What follows belongs to an exercise in optimizing a design on an open flow for a short achievable clock period and few clock cycles; a production flow would make more cautious choices. Function was checked by simulation only, so behaviour that the tests miss may differ from the original. Power is estimated from default activity; no workload was simulated.

==> inputs of umber <==
Design rv_core, start of the top module:
module rv_core (
    input  logic               clk_b,
    input  logic               reset,
    input  rv_core_pkg::word_t imem_inst,
    input  rv_core_pkg::word_t dmem_rdata,
    output rv_core_pkg::word_t imem_addr,
    output rv_core_pkg::word_t dmem_addr,
    output rv_core_pkg::word_t dmem_wdata,
    output logic               dmem_wen,
    output logic               exit
);
clock: 7.5 ns
lec_check: 0
abc_clock_period_in_ps: 2000
cap_margin: 20
core_margin: 2
core_utilization: 40
setup_slack_margin: 5
slew_margin: 20
run.sh (not shown) runs the stock make flow with config.mk's settings and CLKGATE_MAP_FILE= SYNTH_SCRIPT=/design/flow/synth_recipe.tcl, a recipe that flattens the netlist after the stock synthesis.
==> harbor (differences from umber) <==
--- a/flow/design.v
+++ b/flow/design.v
@@ -132,43 +132,39 @@
 module execute_stage (
     input  rv_core_pkg::word_t          a,
     input  rv_core_pkg::word_t          b,
     input  logic                        sra,
     input  logic [rv_core_pkg::R_N-1:0] rsel,
     input  rv_core_pkg::word_t          link,
-    input  logic [2:0]                  br_sel,     
-    input  logic                        br_inv,     
     output rv_core_pkg::word_t          sum,
     output rv_core_pkg::word_t          fast,
     output rv_core_pkg::word_t          result,
-    output logic                        br_wrong
+    output logic                        eq,
+    output logic                        lt,
+    output logic                        ltu
 );
-    logic eq, lt, ltu;
     rv_core_pkg::word_t diff, sll_out, sr_out;
     assign sum  = a + b;
     assign diff = a - b;
     assign eq  = (a == b);
     assign lt  = ($signed(a) < $signed(b));
     assign ltu = (a < b);
     assign sll_out = a << b[4:0];
     assign sr_out  = $signed({sra & a[31], a}) >>> b[4:0];
     always_comb begin
         fast = '0;
         if (rsel[rv_core_pkg::R_ADD])  fast = fast | sum;
-        if (rsel[rv_core_pkg::R_SUB])  fast = fast | diff;
         if (rsel[rv_core_pkg::R_AND])  fast = fast | (a & b);
         if (rsel[rv_core_pkg::R_OR])   fast = fast | (a | b);
         if (rsel[rv_core_pkg::R_XOR])  fast = fast | (a ^ b);
-        if (rsel[rv_core_pkg::R_LINK]) fast = fast | link;
         result = fast;
+        if (rsel[rv_core_pkg::R_SUB])  result = result | diff;
+        if (rsel[rv_core_pkg::R_LINK]) result = result | link;
         if (rsel[rv_core_pkg::R_SLL])  result = result | sll_out;
         if (rsel[rv_core_pkg::R_SR])   result = result | sr_out;
-        if (rsel[rv_core_pkg::R_SLT])  result = result | {31'b0, lt};
-        if (rsel[rv_core_pkg::R_SLTU]) result = result | {31'b0, ltu};
     end
-    assign br_wrong = ((br_sel[0] & eq) | (br_sel[1] & lt) | (br_sel[2] & ltu)) ^ br_inv;
 endmodule
 `timescale 1ns/1ns
 module rv_core (
     input  logic               clk_b,
     input  logic               reset,
     input  rv_core_pkg::word_t imem_inst,
@@ -198,63 +194,76 @@
     logic                    e_binv;
     rv_core_pkg::reg_addr_t  e_rd;
     rv_core_pkg::word_t      e_a, e_b, e_sd, e_alt;
     logic                    e_sra;
     logic [rv_core_pkg::R_N-1:0] e_rsel;
     logic [2:0]              e_f3;
-    logic                    m_wrf, m_load, m_wen, m_redirect, m_jalr;
+    logic                    m_wrf, m_load, m_wen, m_jalr, m_brv;
+    logic                    m_eq, m_lt, m_ltu, m_binv, m_slt, m_sltu;
+    logic [2:0]              m_bsel;
     rv_core_pkg::reg_addr_t  m_rd;
     rv_core_pkg::word_t      m_alu, m_addr, m_wdata, m_alt;
-    rv_core_pkg::word_t m_result;
+    rv_core_pkg::word_t m_result, m_alu_x;
+    logic               m_redirect;
+    assign m_alu_x  = {m_alu[31:1], m_slt ? m_lt : (m_sltu ? m_ltu : m_alu[0])};
+    assign m_redirect = m_jalr ||
+                        (m_brv && (((m_bsel[0] & m_eq) | (m_bsel[1] & m_lt) |
+                                    (m_bsel[2] & m_ltu)) ^ m_binv));
     assign dmem_addr  = m_addr;
     assign dmem_wdata = m_wdata;
     assign dmem_wen   = m_wen;
-    assign m_result   = m_load ? dmem_rdata : m_alu;
+    assign m_result   = m_load ? dmem_rdata : m_alu_x;
     rv_core_pkg::word_t e_sum, e_fast, e_result;
-    logic               e_wrong, redirect_e;
+    logic               e_eq, e_lt, e_ltu;
     logic               za, zb, z_eq, z_lt, z_ltu, z_taken, redirect_z;
     execute_stage alu_i (
         .a        (e_a),
         .b        (e_b),
         .sra      (e_sra),
         .rsel     (e_rsel),
         .link     (e_alt),
-        .br_sel   (e_bsel),
-        .br_inv   (e_binv),
         .sum      (e_sum),
         .fast     (e_fast),
         .result   (e_result),
-        .br_wrong (e_wrong)
+        .eq       (e_eq),
+        .lt       (e_lt),
+        .ltu      (e_ltu)
     );
     assign za      = (e_a == 32'd0);
     assign zb      = (e_b == 32'd0);
     assign z_eq    = za & zb;
     assign z_lt    = e_a[31] | (~e_b[31] & ~zb);
     assign z_ltu   = za & ~zb;
-    assign z_taken = e_f3[2] ? ((e_f3[1] ? z_ltu : z_lt) ^ e_f3[0]) : (z_eq ^ e_f3[0]);
-    assign redirect_z = e_branch && e_zc && (z_taken != e_pred) && !m_redirect && !e_kill;
-    assign redirect_e = e_jalr | (e_branch & !e_zc & e_wrong);
+    assign z_taken = (e_bsel[0] & z_eq) | (e_bsel[1] & z_lt) | (e_bsel[2] & z_ltu);
+    assign redirect_z = e_branch && e_zc && (z_taken ^ e_binv) && !m_redirect && !e_kill;
     always_ff @(posedge clk_b or posedge reset) begin
         if (reset) begin
             m_wrf      <= 1'b0;
             m_load     <= 1'b0;
             m_wen      <= 1'b0;
-            m_redirect <= 1'b0;
+            m_brv      <= 1'b0;
             m_jalr     <= 1'b0;
         end else begin
             m_wrf      <= e_wrf && !m_redirect && !e_kill;
             m_load     <= e_load && !m_redirect && !e_kill;
             m_wen      <= e_store && !m_redirect && !e_kill;
-            m_redirect <= redirect_e && !m_redirect && !e_kill;
-            m_jalr     <= e_jalr;
+            m_brv      <= e_branch && !e_zc && !m_redirect && !e_kill;
+            m_jalr     <= e_jalr && !m_redirect && !e_kill;
         end
     end
     always_ff @(posedge clk_b) begin
         m_rd     <= e_rd;
         m_alu    <= e_result;
         m_alt    <= e_alt;
+        m_eq     <= e_eq;
+        m_lt     <= e_lt;
+        m_ltu    <= e_ltu;
+        m_bsel   <= e_bsel;
+        m_binv   <= e_binv;
+        m_slt    <= e_rsel[rv_core_pkg::R_SLT];
+        m_sltu   <= e_rsel[rv_core_pkg::R_SLTU];
         m_addr   <= e_sum;
         if (e_store) begin
             m_wdata <= e_sd;
         end
     end
     rv_core_pkg::word_t rf_rs1, rf_rs2, rs1v, rs2v, d_tgt;
@@ -361,16 +370,16 @@
     always_ff @(posedge clk_b or posedge reset) begin
         if (reset) begin
             pc      <= rv_core_pkg::START_ADDR;
             exit_r  <= 1'b0;
             d_valid <= 1'b0;
         end else begin
-            if (m_redirect) begin
-                pc <= m_jalr ? {m_addr[31:1], 1'b0} : m_alt;
-            end else if (redirect_z) begin
+            if (redirect_z) begin
                 pc <= e_alt;
+            end else if (m_redirect) begin
+                pc <= m_jalr ? {m_addr[31:1], 1'b0} : m_alt;
             end else if (redirect_d) begin
                 pc <= d_tgt;
             end else if (!stall && !at_end) begin
                 pc <= f_pred ? f_target : pc4;
             end
             exit_r  <= !m_redirect && !redirect_z && !redirect_d &&
@@ -411,10 +420,11 @@
             d_a_pc     <= f_a_pc;
             d_a_zero   <= f_a_zero;
             d_b_imm    <= f_b_imm;
             d_sra      <= f_sra;
             d_rsel     <= f_rsel;
             d_slow     <= f_rsel[rv_core_pkg::R_SLL] | f_rsel[rv_core_pkg::R_SR] |
-                          f_rsel[rv_core_pkg::R_SLT] | f_rsel[rv_core_pkg::R_SLTU];
+                          f_rsel[rv_core_pkg::R_SLT] | f_rsel[rv_core_pkg::R_SLTU] |
+                          f_rsel[rv_core_pkg::R_SUB] | f_rsel[rv_core_pkg::R_LINK] | f_far;
         end
     end
 endmodule
==> notes <==
harbor produced a clean layout. umber finished with timing, DRC and antenna clean.
In umber the synthesized area is higher than in harbor, by 0.80%.
Against umber, the non-clock buffer count of harbor is higher by 144.
Between umber and harbor, the lower utilization is in umber (gap 1.0 points).
Sequential share of layout area: harbor is lower than umber (0.30 points).
In harbor the maximum frequency is smaller than in umber, by 4.2%.
Between umber and harbor, the lower worst setup slack is in harbor (gap 0.15 ns).
Of umber and harbor, harbor has the higher design area (gap about 0.9%, measured against harbor).
Between harbor and umber, the lower register-to-register slack is in harbor (gap 0.15 ns).
Count of clock-buffer cells in the layout: harbor is higher than umber (20).
Against umber, the total power of harbor is higher by about 0.9%.
Testbench counts of umber, summed over its fixed seeds: cycles 38,466.
Testbench counts of harbor, summed over its fixed seeds: cycles 38,469.

========
==> exp/yarrow <==
Another version of the RTL of rv_core (not shown whole).
==> flow/config.mk <==
export PLATFORM = sky130hd
export DESIGN_NAME = rv_core
export DESIGN_NICKNAME = rv_core
export VERILOG_FILES = /design/flow/design.v
export SDC_FILE = /design/flow/constraint.sdc
export NUM_CORES = 4
export LEC_CHECK = 0
export ABC_CLOCK_PERIOD_IN_PS = 2000
export CAP_MARGIN = 20
export CORE_MARGIN = 2
export CORE_UTILIZATION = 40
export SETUP_SLACK_MARGIN = 5
export SLEW_MARGIN = 20
==> flow/constraint.sdc <==
create_clock -name core_clock -period 7.5 [get_ports {clk_b}]
set_input_delay 1.5000 -clock core_clock [delete_from_list [all_inputs] [get_ports {clk_b}]]
set_output_delay 1.5000 -clock core_clock [all_outputs]
set_load 0.01 [all_outputs]
==> inputs of exp/amber, as changes to exp/yarrow <==
--- a/flow/design.v
+++ b/flow/design.v
@@ -132,20 +132,19 @@
 module execute_stage (
     input  rv_core_pkg::word_t          a,
     input  rv_core_pkg::word_t          b,
     input  logic                        sra,
     input  logic [rv_core_pkg::R_N-1:0] rsel,
     input  rv_core_pkg::word_t          link,
-    input  logic [2:0]                  br_sel,     
-    input  logic                        br_inv,     
     output rv_core_pkg::word_t          sum,
     output rv_core_pkg::word_t          fast,
     output rv_core_pkg::word_t          result,
-    output logic                        br_wrong
+    output logic                        eq,
+    output logic                        lt,
+    output logic                        ltu
 );
-    logic eq, lt, ltu;
     rv_core_pkg::word_t diff, sll_out, sr_out;
     assign sum  = a + b;
     assign diff = a - b;
     assign eq  = (a == b);
     assign lt  = ($signed(a) < $signed(b));
     assign ltu = (a < b);
@@ -159,16 +158,13 @@
         if (rsel[rv_core_pkg::R_XOR])  fast = fast | (a ^ b);
         result = fast;
         if (rsel[rv_core_pkg::R_SUB])  result = result | diff;
         if (rsel[rv_core_pkg::R_LINK]) result = result | link;
         if (rsel[rv_core_pkg::R_SLL])  result = result | sll_out;
         if (rsel[rv_core_pkg::R_SR])   result = result | sr_out;
-        if (rsel[rv_core_pkg::R_SLT])  result = result | {31'b0, lt};
-        if (rsel[rv_core_pkg::R_SLTU]) result = result | {31'b0, ltu};
     end
-    assign br_wrong = ((br_sel[0] & eq) | (br_sel[1] & lt) | (br_sel[2] & ltu)) ^ br_inv;
 endmodule
 `timescale 1ns/1ns
 module rv_core (
     input  logic               clk_b,
     input  logic               reset,
     input  rv_core_pkg::word_t imem_inst,
@@ -198,63 +194,76 @@
     logic                    e_binv;
     rv_core_pkg::reg_addr_t  e_rd;
     rv_core_pkg::word_t      e_a, e_b, e_sd, e_alt;
     logic                    e_sra;
     logic [rv_core_pkg::R_N-1:0] e_rsel;
     logic [2:0]              e_f3;
-    logic                    m_wrf, m_load, m_wen, m_redirect, m_jalr;
+    logic                    m_wrf, m_load, m_wen, m_jalr, m_brv;
+    logic                    m_eq, m_lt, m_ltu, m_binv, m_slt, m_sltu;
+    logic [2:0]              m_bsel;
     rv_core_pkg::reg_addr_t  m_rd;
     rv_core_pkg::word_t      m_alu, m_addr, m_wdata, m_alt;
-    rv_core_pkg::word_t m_result;
+    rv_core_pkg::word_t m_result, m_alu_x;
+    logic               m_redirect;
+    assign m_alu_x  = {m_alu[31:1], m_slt ? m_lt : (m_sltu ? m_ltu : m_alu[0])};
+    assign m_redirect = m_jalr ||
+                        (m_brv && (((m_bsel[0] & m_eq) | (m_bsel[1] & m_lt) |
+                                    (m_bsel[2] & m_ltu)) ^ m_binv));
     assign dmem_addr  = m_addr;
     assign dmem_wdata = m_wdata;
     assign dmem_wen   = m_wen;
-    assign m_result   = m_load ? dmem_rdata : m_alu;
+    assign m_result   = m_load ? dmem_rdata : m_alu_x;
     rv_core_pkg::word_t e_sum, e_fast, e_result;
-    logic               e_wrong, redirect_e;
+    logic               e_eq, e_lt, e_ltu;
     logic               za, zb, z_eq, z_lt, z_ltu, z_taken, redirect_z;
     execute_stage alu_i (
         .a        (e_a),
         .b        (e_b),
         .sra      (e_sra),
         .rsel     (e_rsel),
         .link     (e_alt),
-        .br_sel   (e_bsel),
-        .br_inv   (e_binv),
         .sum      (e_sum),
         .fast     (e_fast),
         .result   (e_result),
-        .br_wrong (e_wrong)
+        .eq       (e_eq),
+        .lt       (e_lt),
+        .ltu      (e_ltu)
     );
     assign za      = (e_a == 32'd0);
     assign zb      = (e_b == 32'd0);
     assign z_eq    = za & zb;
     assign z_lt    = e_a[31] | (~e_b[31] & ~zb);
     assign z_ltu   = za & ~zb;
     assign z_taken = (e_bsel[0] & z_eq) | (e_bsel[1] & z_lt) | (e_bsel[2] & z_ltu);
     assign redirect_z = e_branch && e_zc && (z_taken ^ e_binv) && !m_redirect && !e_kill;
-    assign redirect_e = e_jalr | (e_branch & !e_zc & e_wrong);
     always_ff @(posedge clk_b or posedge reset) begin
         if (reset) begin
             m_wrf      <= 1'b0;
             m_load     <= 1'b0;
             m_wen      <= 1'b0;
-            m_redirect <= 1'b0;
+            m_brv      <= 1'b0;
             m_jalr     <= 1'b0;
         end else begin
             m_wrf      <= e_wrf && !m_redirect && !e_kill;
             m_load     <= e_load && !m_redirect && !e_kill;
             m_wen      <= e_store && !m_redirect && !e_kill;
-            m_redirect <= redirect_e && !m_redirect && !e_kill;
-            m_jalr     <= e_jalr;
+            m_brv      <= e_branch && !e_zc && !m_redirect && !e_kill;
+            m_jalr     <= e_jalr && !m_redirect && !e_kill;
         end
     end
     always_ff @(posedge clk_b) begin
         m_rd     <= e_rd;
         m_alu    <= e_result;
         m_alt    <= e_alt;
+        m_eq     <= e_eq;
+        m_lt     <= e_lt;
+        m_ltu    <= e_ltu;
+        m_bsel   <= e_bsel;
+        m_binv   <= e_binv;
+        m_slt    <= e_rsel[rv_core_pkg::R_SLT];
+        m_sltu   <= e_rsel[rv_core_pkg::R_SLTU];
         m_addr   <= e_sum;
         if (e_store) begin
             m_wdata <= e_sd;
         end
     end
     rv_core_pkg::word_t rf_rs1, rf_rs2, rs1v, rs2v, d_tgt;
CORE_UTILIZATION = 30   (was 40)
==> summary.txt <==
Die ar.: 196000 sq um
Initial Util: 40.1%
Synth Area in XOR/XNOR: 1.65%
Switching Power: 8240 uW
Placer Congestion: 1.02
Most instantiated cells after synthesis: edfxtp_1, mux4_2, nor2_1
Sequential cell count: 1537
Post-DP Area: 81900 sq um
Compound-Gate Fraction of Synth Area: 9.43%
Status: finished clean
CTS Buf Count: 169
Final Cell Area: 99100 sq um
Drt first pass iters: 8
Vias in the first global route: 55200
That was exp/yarrow.
==> summary.txt <==
Drt first pass iters: 10
Status: finished clean
Vias in the first global route: 56300
Die ar.: 260000 sq um
Placer Congestion: 0.983
Final Cell Area: 103000 sq um
Most instantiated cells after synthesis: edfxtp_1, mux4_2, nor2_1
Synth Area in XOR/XNOR: 1.64%
Switching Power: 8590 uW
Clock tree buffer depth: 3
Compound-Gate Fraction of Synth Area: 8.96%
Post-DP Area: 82900 sq um
Initial Util: 30.2%
That was exp/amber.
Testbench counts of exp/yarrow, summed over its fixed seeds: cycles 38,469.
Testbench counts of exp/amber, summed over its fixed seeds: cycles 38,469.

==> what the ideal ports hide <==
How much do the figures lean on ideal ports? The routed layouts below were timed once more, with nothing changed but the port constraints. Step 1 sets driving cells, clkbuf_16 on the clock port and buf_2 on the other inputs (assumed; they add their load-dependent delay and slew). Step 2 times the ports against the registers' clock, not the clock port: input delays grow and output delays shrink by t, the midpoint of the rising clock arrivals with the driver on. a / b / c = ideal / step 1 / step 2; a / b = the first two.
run | t, ns | setup slack, ns | worst hold slack (ns) | worst register clock-pin slew, ns
umber | 0.914 | 4.181 / 4.181 / 3.404 | 0.369 / 0.369 / 0.369 | 0.07 / 0.07
harbor | 0.907 | 4.035 / 4.035 / 3.216 | 0.333 / 0.333 / 0.333 | 0.07 / 0.07
exp/yarrow | 0.925 | 4.063 / 4.063 / 3.369 | 0.355 / 0.355 / 0.355 | 0.07 / 0.07
exp/amber | 0.920 | 3.996 / 3.996 / 3.272 | 0.328 / 0.328 / 0.328 | 0.07 / 0.07
After both steps every run listed still meets setup and hold. For harbor, which loses most, drivers alone change the setup slack by 0.000 ns; drivers and shift together by -0.819 ns.
